Background: an optimization exercise with open tools, aiming at small area, a short achievable clock period and few clock cycles. Do not read the settings as production practice. At most, simulation tests tie the RTL to the original design; equivalence was not proved.

== job 103 ==
==> flow/design.v <==
module cache_ctrl #(
   parameter int ADDR_W      = 10,
   parameter int NUM_BLOCKS  = 4,
   parameter int BLOCK_WORDS = 4,
   parameter int CNT_W       = 16
) (
   input  logic                      clk,
   input  logic                      rst_n,
   input  logic                      cpu_req_valid,
   output logic                      cpu_req_ready,
   input  logic                      cpu_we,
   input  logic [ADDR_W-1:0]         cpu_addr,
   input  logic [31:0]               cpu_wdata,
   output logic                      cpu_resp_valid,
   output logic [31:0]               cpu_rdata,
   output logic                      mem_req,
   output logic                      mem_we,
   output logic [ADDR_W-1:0]         mem_addr,
   output logic [32*BLOCK_WORDS-1:0] mem_wdata,
   input  logic [32*BLOCK_WORDS-1:0] mem_rdata,
   input  logic                      mem_done,
   output logic [CNT_W-1:0]          hit_cnt,
   output logic [CNT_W-1:0]          miss_cnt
);
   localparam int TAG_W  = ADDR_W - 6;
   localparam int LINE_W = 32 * BLOCK_WORDS;
   logic [NUM_BLOCKS-1:0] valid_arr;
   logic [NUM_BLOCKS-1:0] dirty_arr;
   logic [TAG_W-1:0]      tag_arr  [NUM_BLOCKS];
   logic [LINE_W-1:0]     data_arr [NUM_BLOCKS];
   logic             r_v;
   logic             r_hit;
   logic [TAG_W-1:0] r_tag;
   logic [1:0]       r_idx;
   logic [1:0]       r_word;
   logic             r_we;
   logic [31:0]      r_wdata;
   logic             rd_q;
   logic             rdy;
   logic [TAG_W-1:0] mem_tag;
   logic [LINE_W-1:0] line_buf;
   logic [NUM_BLOCKS-1:0]  fill_q;                 
   logic [BLOCK_WORDS-1:0] wsel_q;                 
   logic [BLOCK_WORDS-1:0] commit_q;               
   logic [NUM_BLOCKS-1:0]  ridx_q;                 
   logic [TAG_W-1:0] in_tag;
   logic [1:0]       in_idx;
   logic [1:0]       in_word;
   logic             in_hit;
   logic             in_victim_dirty;
   logic             rd_done;
   logic             wb_done;
   logic             accept;
   logic             acc_miss;
   logic             unused_addr_bits;
   assign unused_addr_bits = ^cpu_addr[1:0];
   assign in_tag  = cpu_addr[ADDR_W-1:6];
   assign in_idx  = cpu_addr[5:4];
   assign in_word = cpu_addr[3:2];
   assign in_hit          = valid_arr[in_idx] && (tag_arr[in_idx] == in_tag);
   assign in_victim_dirty = valid_arr[in_idx] && dirty_arr[in_idx];
   assign rd_done = rd_q && mem_done;
   assign wb_done = mem_we && mem_done;
   assign cpu_req_ready = rdy || rd_done;
   assign accept        = cpu_req_valid && cpu_req_ready;
   assign acc_miss      = accept && !in_hit;
   assign mem_addr  = {mem_tag, r_idx, 4'h0};
   assign mem_wdata = line_buf;
   logic       n_rd;
   logic [1:0] n_idx;
   logic [1:0] n_word;
   logic       n_we;
   logic       n_commit;
   logic       n_fill;
   always_comb begin
      n_rd = rd_q;
      if (wb_done) n_rd = 1'b1;
      if (rd_done) n_rd = 1'b0;
      if (acc_miss) n_rd = !in_victim_dirty;
      n_idx    = accept ? in_idx  : r_idx;
      n_word   = accept ? in_word : r_word;
      n_we     = accept ? cpu_we  : r_we;
      n_commit = accept && in_hit && cpu_we;
      n_fill   = rd_q && !rd_done;
   end
   always_ff @(posedge clk or negedge rst_n) begin
      if (!rst_n) begin
         rdy            <= 1'b1;
         r_v            <= 1'b0;
         mem_req        <= 1'b0;
         mem_we         <= 1'b0;
         rd_q           <= 1'b0;
         cpu_resp_valid <= 1'b0;
         valid_arr      <= '0;
         dirty_arr      <= '0;
         hit_cnt        <= '0;
         miss_cnt       <= '0;
      end else begin
         r_v            <= accept;
         cpu_resp_valid <= (r_v && r_hit) || rd_done;
         rd_q           <= n_rd;
         if (wb_done) mem_we <= 1'b0;
         if (rd_done) begin
            mem_req <= 1'b0;
            rdy     <= 1'b1;
         end
         if (r_v && !r_hit) dirty_arr[r_idx] <= r_we;
         if (accept) begin
            valid_arr[in_idx] <= 1'b1;
            if (cpu_we) dirty_arr[in_idx] <= 1'b1;
            if (!in_hit) begin
               mem_req <= 1'b1;
               mem_we  <= in_victim_dirty;
               rdy     <= 1'b0;
            end
         end
         if (r_v) begin
            if (r_hit) begin
               if (hit_cnt != {CNT_W{1'b1}}) hit_cnt <= hit_cnt + CNT_W'(1);
            end else begin
               if (miss_cnt != {CNT_W{1'b1}}) miss_cnt <= miss_cnt + CNT_W'(1);
            end
         end
      end
   end
   always_ff @(posedge clk) begin
      for (int w = 0; w < BLOCK_WORDS; w++) begin
         wsel_q[w]   <= n_fill && !(r_we && r_word == 2'(w));
         commit_q[w] <= n_commit && in_word == 2'(w);
      end
      for (int l = 0; l < NUM_BLOCKS; l++) begin
         ridx_q[l] <= (n_idx == 2'(l));
         fill_q[l] <= n_fill && r_idx == 2'(l);
      end
   end
   logic [BLOCK_WORDS-1:0] wen [NUM_BLOCKS];
   always_comb begin
      for (int l = 0; l < NUM_BLOCKS; l++) begin
         for (int w = 0; w < BLOCK_WORDS; w++) begin
            wen[l][w] = fill_q[l] || (ridx_q[l] && commit_q[w]);
         end
      end
   end
   always_ff @(posedge clk) begin
      if (accept) begin
         r_hit           <= in_hit;
         r_tag           <= in_tag;
         r_idx           <= in_idx;
         r_word          <= in_word;
         r_we            <= cpu_we;
         r_wdata         <= cpu_wdata;
         tag_arr[in_idx] <= in_tag;
         mem_tag         <= in_victim_dirty ? tag_arr[in_idx] : in_tag;
      end else if (wb_done) begin
         mem_tag <= r_tag;
      end
   end
   logic [31:0] wsrc [BLOCK_WORDS];
   always_comb begin
      for (int w = 0; w < BLOCK_WORDS; w++) begin
         wsrc[w] = wsel_q[w] ? mem_rdata[32*w +: 32] : r_wdata;
      end
   end
   always_ff @(posedge clk) begin
      for (int l = 0; l < NUM_BLOCKS; l++) begin
         for (int w = 0; w < BLOCK_WORDS; w++) begin
            if (wen[l][w]) data_arr[l][32*w +: 32] <= wsrc[w];
         end
      end
   end
   logic [NUM_BLOCKS-1:0]  lb_sel;
   logic [LINE_W-1:0]      lb_line;
   logic [BLOCK_WORDS-1:0] lb_byp;
   always_comb begin
      lb_line = '0;
      for (int l = 0; l < NUM_BLOCKS; l++) begin
         lb_sel[l] = mem_we ? ridx_q[l] : (in_idx == 2'(l));
         lb_line   = lb_line | ({LINE_W{lb_sel[l]}} & data_arr[l]);
      end
      for (int w = 0; w < BLOCK_WORDS; w++) begin
         lb_byp[w] = wen[in_idx][w];
      end
   end
   always_ff @(posedge clk) begin
      for (int w = 0; w < BLOCK_WORDS; w++) begin
         line_buf[32*w +: 32] <= lb_byp[w] ? wsrc[w] : lb_line[32*w +: 32];
      end
   end
   logic [BLOCK_WORDS-1:0] rsel_lb_q;
   logic [BLOCK_WORDS-1:0] rsel_mem_q;
   logic [31:0]            rd_word;
   always_ff @(posedge clk) begin
      for (int w = 0; w < BLOCK_WORDS; w++) begin
         rsel_lb_q[w]  <= !n_fill && n_word == 2'(w);
         rsel_mem_q[w] <= n_fill && n_word == 2'(w);
      end
   end
   always_comb begin
      rd_word = '0;
      for (int w = 0; w < BLOCK_WORDS; w++) begin
         rd_word = rd_word | ({32{rsel_lb_q[w]}}  & line_buf[32*w +: 32])
                           | ({32{rsel_mem_q[w]}} & mem_rdata[32*w +: 32]);
      end
   end
   always_ff @(posedge clk) begin
      cpu_rdata <= rd_word;
   end
endmodule
==> flow/config.mk <==
export PLATFORM = sky130hd
export DESIGN_NAME = cache_ctrl
export DESIGN_NICKNAME = cache_ctrl
export VERILOG_FILES = /design/flow/design.v
export SDC_FILE = /design/flow/constraint.sdc
export NUM_CORES = 4
export LEC_CHECK = 0
export CAP_MARGIN = 20
export CORE_MARGIN = 2
export CORE_UTILIZATION = 60
export CTS_CLUSTER_DIAMETER = 100
export CTS_CLUSTER_SIZE = 24
export SETUP_SLACK_MARGIN = 1.75
export SLEW_MARGIN = 20
==> flow/constraint.sdc <==
create_clock -name core_clock -period 4.0 [get_ports {clk}]
set_input_delay 0.8000 -clock core_clock [delete_from_list [all_inputs] [get_ports {clk}]]
set_output_delay 0.8000 -clock core_clock [all_outputs]
set_load 0.01 [all_outputs]
standard.sh (not shown) runs the stock make flow with config.mk's settings and CLKGATE_MAP_FILE= SYNTH_SCRIPT=/design/flow/synth_recipe.tcl, a recipe that flattens the netlist after the stock synthesis.
==> flow/flow/run.sh <==
#!/bin/bash
# Standard ORFS layout with two changes to how it is made:
#  * the resizer may swap cells across footprints (MATCH_CELL_FOOTPRINT=0);
#  * while the ports are buffered (global placement), delay cells are
#    don't-use, so the port buffers are plain buffers.
set -euo pipefail
here=$(pwd)
bash standard.sh synth > synth.log 2>&1
bash standard.sh PRE_GLOBAL_PLACE_TCL="$here/flow/gp_pre.tcl" MATCH_CELL_FOOTPRINT=0 finish > layout.log 2>&1
==> flow/flow/gp_pre.tcl <==
# Keep delay cells out of the port buffers inserted in this step.
set_dont_use [get_lib_cells {sky130_fd_sc_hd__clkdlybuf4s* sky130_fd_sc_hd__dlygate* sky130_fd_sc_hd__dlymetal*}]
Per the final summary, job 103 finished and its layout is clean on timing, DRC and antenna.
Testbench counts of job 103, summed over its fixed seeds: cycles 33,730.
### job 103 -> job 104
-- flow/design.v --
<<< job 103, line 39
   logic             rdy;
   logic [TAG_W-1:0] mem_tag;
   logic [LINE_W-1:0] line_buf;
   logic [NUM_BLOCKS-1:0]  fill_q;                 
   logic [BLOCK_WORDS-1:0] wsel_q;                 
   logic [BLOCK_WORDS-1:0] commit_q;               
>>> job 104, line 39
   logic             rdy;
   logic [TAG_W-1:0] mem_tag;
   logic [1:0]       mem_idx;
   logic [LINE_W-1:0] line_buf;
   logic [BLOCK_WORDS-1:0] wen_q  [NUM_BLOCKS];   
   logic [BLOCK_WORDS-1:0] wsel_q;                 
   logic [BLOCK_WORDS-1:0] commit_q;               
<<< job 103, line 65
   assign accept        = cpu_req_valid && cpu_req_ready;
   assign acc_miss      = accept && !in_hit;
   assign mem_addr  = {mem_tag, r_idx, 4'h0};
   assign mem_wdata = line_buf;
   logic       n_rd;
>>> job 104, line 66
   assign accept        = cpu_req_valid && cpu_req_ready;
   assign acc_miss      = accept && !in_hit;
   assign mem_addr  = {mem_tag, mem_idx, 4'h0};
   assign mem_wdata = line_buf;
   logic       n_rd;
<<< job 103, line 72
   logic       n_we;
   logic       n_commit;
   logic       n_fill;
   always_comb begin
      n_rd = rd_q;
>>> job 104, line 73
   logic       n_we;
   logic       n_commit;
   always_comb begin
      n_rd = rd_q;
<<< job 103, line 82
      n_we     = accept ? cpu_we  : r_we;
      n_commit = accept && in_hit && cpu_we;
      n_fill   = rd_q && !rd_done;
   end
   always_ff @(posedge clk or negedge rst_n) begin
>>> job 104, line 82
      n_we     = accept ? cpu_we  : r_we;
      n_commit = accept && in_hit && cpu_we;
   end
   always_ff @(posedge clk or negedge rst_n) begin
<<< job 103, line 126
   always_ff @(posedge clk) begin
      for (int w = 0; w < BLOCK_WORDS; w++) begin
         wsel_q[w]   <= n_fill && !(r_we && r_word == 2'(w));
         commit_q[w] <= n_commit && in_word == 2'(w);
      end
      for (int l = 0; l < NUM_BLOCKS; l++) begin
         ridx_q[l] <= (n_idx == 2'(l));
         fill_q[l] <= n_fill && r_idx == 2'(l);
      end
   end
   logic [BLOCK_WORDS-1:0] wen [NUM_BLOCKS];
   always_comb begin
      for (int l = 0; l < NUM_BLOCKS; l++) begin
         for (int w = 0; w < BLOCK_WORDS; w++) begin
            wen[l][w] = fill_q[l] || (ridx_q[l] && commit_q[w]);
         end
      end
   end
   always_ff @(posedge clk) begin
>>> job 104, line 125
   always_ff @(posedge clk) begin
      for (int w = 0; w < BLOCK_WORDS; w++) begin
         wsel_q[w]   <= n_rd && !(n_we && n_word == 2'(w));
         commit_q[w] <= n_commit && in_word == 2'(w);
         for (int l = 0; l < NUM_BLOCKS; l++) begin
            wen_q[l][w] <= (n_idx == 2'(l)) && (n_rd || (n_commit && in_word == 2'(w)));
         end
      end
      for (int l = 0; l < NUM_BLOCKS; l++) ridx_q[l] <= (n_idx == 2'(l));
   end
   always_ff @(posedge clk) begin
<<< job 103, line 152
         tag_arr[in_idx] <= in_tag;
         mem_tag         <= in_victim_dirty ? tag_arr[in_idx] : in_tag;
      end else if (wb_done) begin
         mem_tag <= r_tag;
>>> job 104, line 143
         tag_arr[in_idx] <= in_tag;
         mem_tag         <= in_victim_dirty ? tag_arr[in_idx] : in_tag;
         if (!in_hit) mem_idx <= in_idx;
      end else if (wb_done) begin
         mem_tag <= r_tag;
<<< job 103, line 165
      for (int l = 0; l < NUM_BLOCKS; l++) begin
         for (int w = 0; w < BLOCK_WORDS; w++) begin
            if (wen[l][w]) data_arr[l][32*w +: 32] <= wsrc[w];
         end
      end
>>> job 104, line 157
      for (int l = 0; l < NUM_BLOCKS; l++) begin
         for (int w = 0; w < BLOCK_WORDS; w++) begin
            if (wen_q[l][w]) data_arr[l][32*w +: 32] <= wsrc[w];
         end
      end
<<< job 103, line 179
      end
      for (int w = 0; w < BLOCK_WORDS; w++) begin
         lb_byp[w] = wen[in_idx][w];
      end
   end
>>> job 104, line 171
      end
      for (int w = 0; w < BLOCK_WORDS; w++) begin
         lb_byp[w] = ridx_q[in_idx] && (rd_q || commit_q[w]);
      end
   end
<<< job 103, line 187
      end
   end
   logic [BLOCK_WORDS-1:0] rsel_lb_q;
   logic [BLOCK_WORDS-1:0] rsel_mem_q;
   logic [31:0]            rd_word;
   always_ff @(posedge clk) begin
      for (int w = 0; w < BLOCK_WORDS; w++) begin
         rsel_lb_q[w]  <= !n_fill && n_word == 2'(w);
         rsel_mem_q[w] <= n_fill && n_word == 2'(w);
      end
   end
   always_comb begin
      rd_word = '0;
      for (int w = 0; w < BLOCK_WORDS; w++) begin
         rd_word = rd_word | ({32{rsel_lb_q[w]}}  & line_buf[32*w +: 32])
                           | ({32{rsel_mem_q[w]}} & mem_rdata[32*w +: 32]);
      end
   end
>>> job 104, line 179
      end
   end
   logic [BLOCK_WORDS-1:0] rword_q;
   logic [31:0]            rd_word;
   always_ff @(posedge clk) begin
      for (int w = 0; w < BLOCK_WORDS; w++) rword_q[w] <= (n_word == 2'(w));
   end
   always_comb begin
      rd_word = '0;
      for (int w = 0; w < BLOCK_WORDS; w++) begin
         rd_word = rd_word | ({32{rword_q[w] && !rd_q}} & line_buf[32*w +: 32])
                           | ({32{rword_q[w] &&  rd_q}} & mem_rdata[32*w +: 32]);
      end
   end
Notes after the runs:
Looking at origin of the worst setup path, the rd_q$_DFF_PN0_ result is from job 104; the wsel_q[3]$_DFF_P_ one comes from job 103. Cmp job 103 and job 104 / cell count / higher: job 104. Diff job 103 -> job 104 | synthesized instance count | up by a few percent. Standard-cell row count: job 104 vs job 103 down 1. Core occupancy in the finished layout: job 104 vs job 103 up 1.2 points. Relative to job 103, the routability congestion estimate from global placement measured on job 104 has increased by a few percent. Summary: with job 103 as the reference, met2 wirelength from detailed routing in job 104 moved up by a little under 10%. The higher sequential share of layout area of job 103 and job 104 is in job 104. Comparing job 103 and job 104, the lower maximum resistive drop on vdd is on job 103. Of the two values seen for timing endpoint of the critical path, line_buf[125]$_DFF_P_ was produced by job 103 and cpu_req_ready by job 104. The run with more setup slack is job 103; job 104 has less. Compared with job 103, in job 104 non-clock buffer count +26; count of antenna diodes in the layout dropped 3.
The RTL of job 104 was laid out without a check of its function.

==> what the ideal ports hide <==
How much do the figures lean on ideal ports? The routed layouts below were timed once more, with nothing changed but the port constraints. Step 1 (the two cells are an assumption about what drives the block):
set clk [get_ports {clk}]
set_driving_cell -lib_cell sky130_fd_sc_hd__clkbuf_16 $clk
set_driving_cell -lib_cell sky130_fd_sc_hd__buf_2 [delete_from_list [all_inputs] $clk]
Step 2 also shifts input and output timing later by t, the mid clock arrival at the registers, as if the neighbouring blocks saw the same clock. Three values: ideal ports, drivers, drivers and shift; two values: the first two.
| run | shift t [ns] | setup slack, ns | pins driven straight from the clock port |
|---|---|---|---|
| job 103 | 0.651 | 1.764 / 1.727 / 1.152 | 1 |
| job 104 | 0.657 | 1.717 / 1.656 / 1.146 | 1 |
After both steps every run listed still meets setup and hold. For job 103, which loses most, drivers alone change the setup slack by -0.037 ns; drivers and shift together by -0.612 ns.
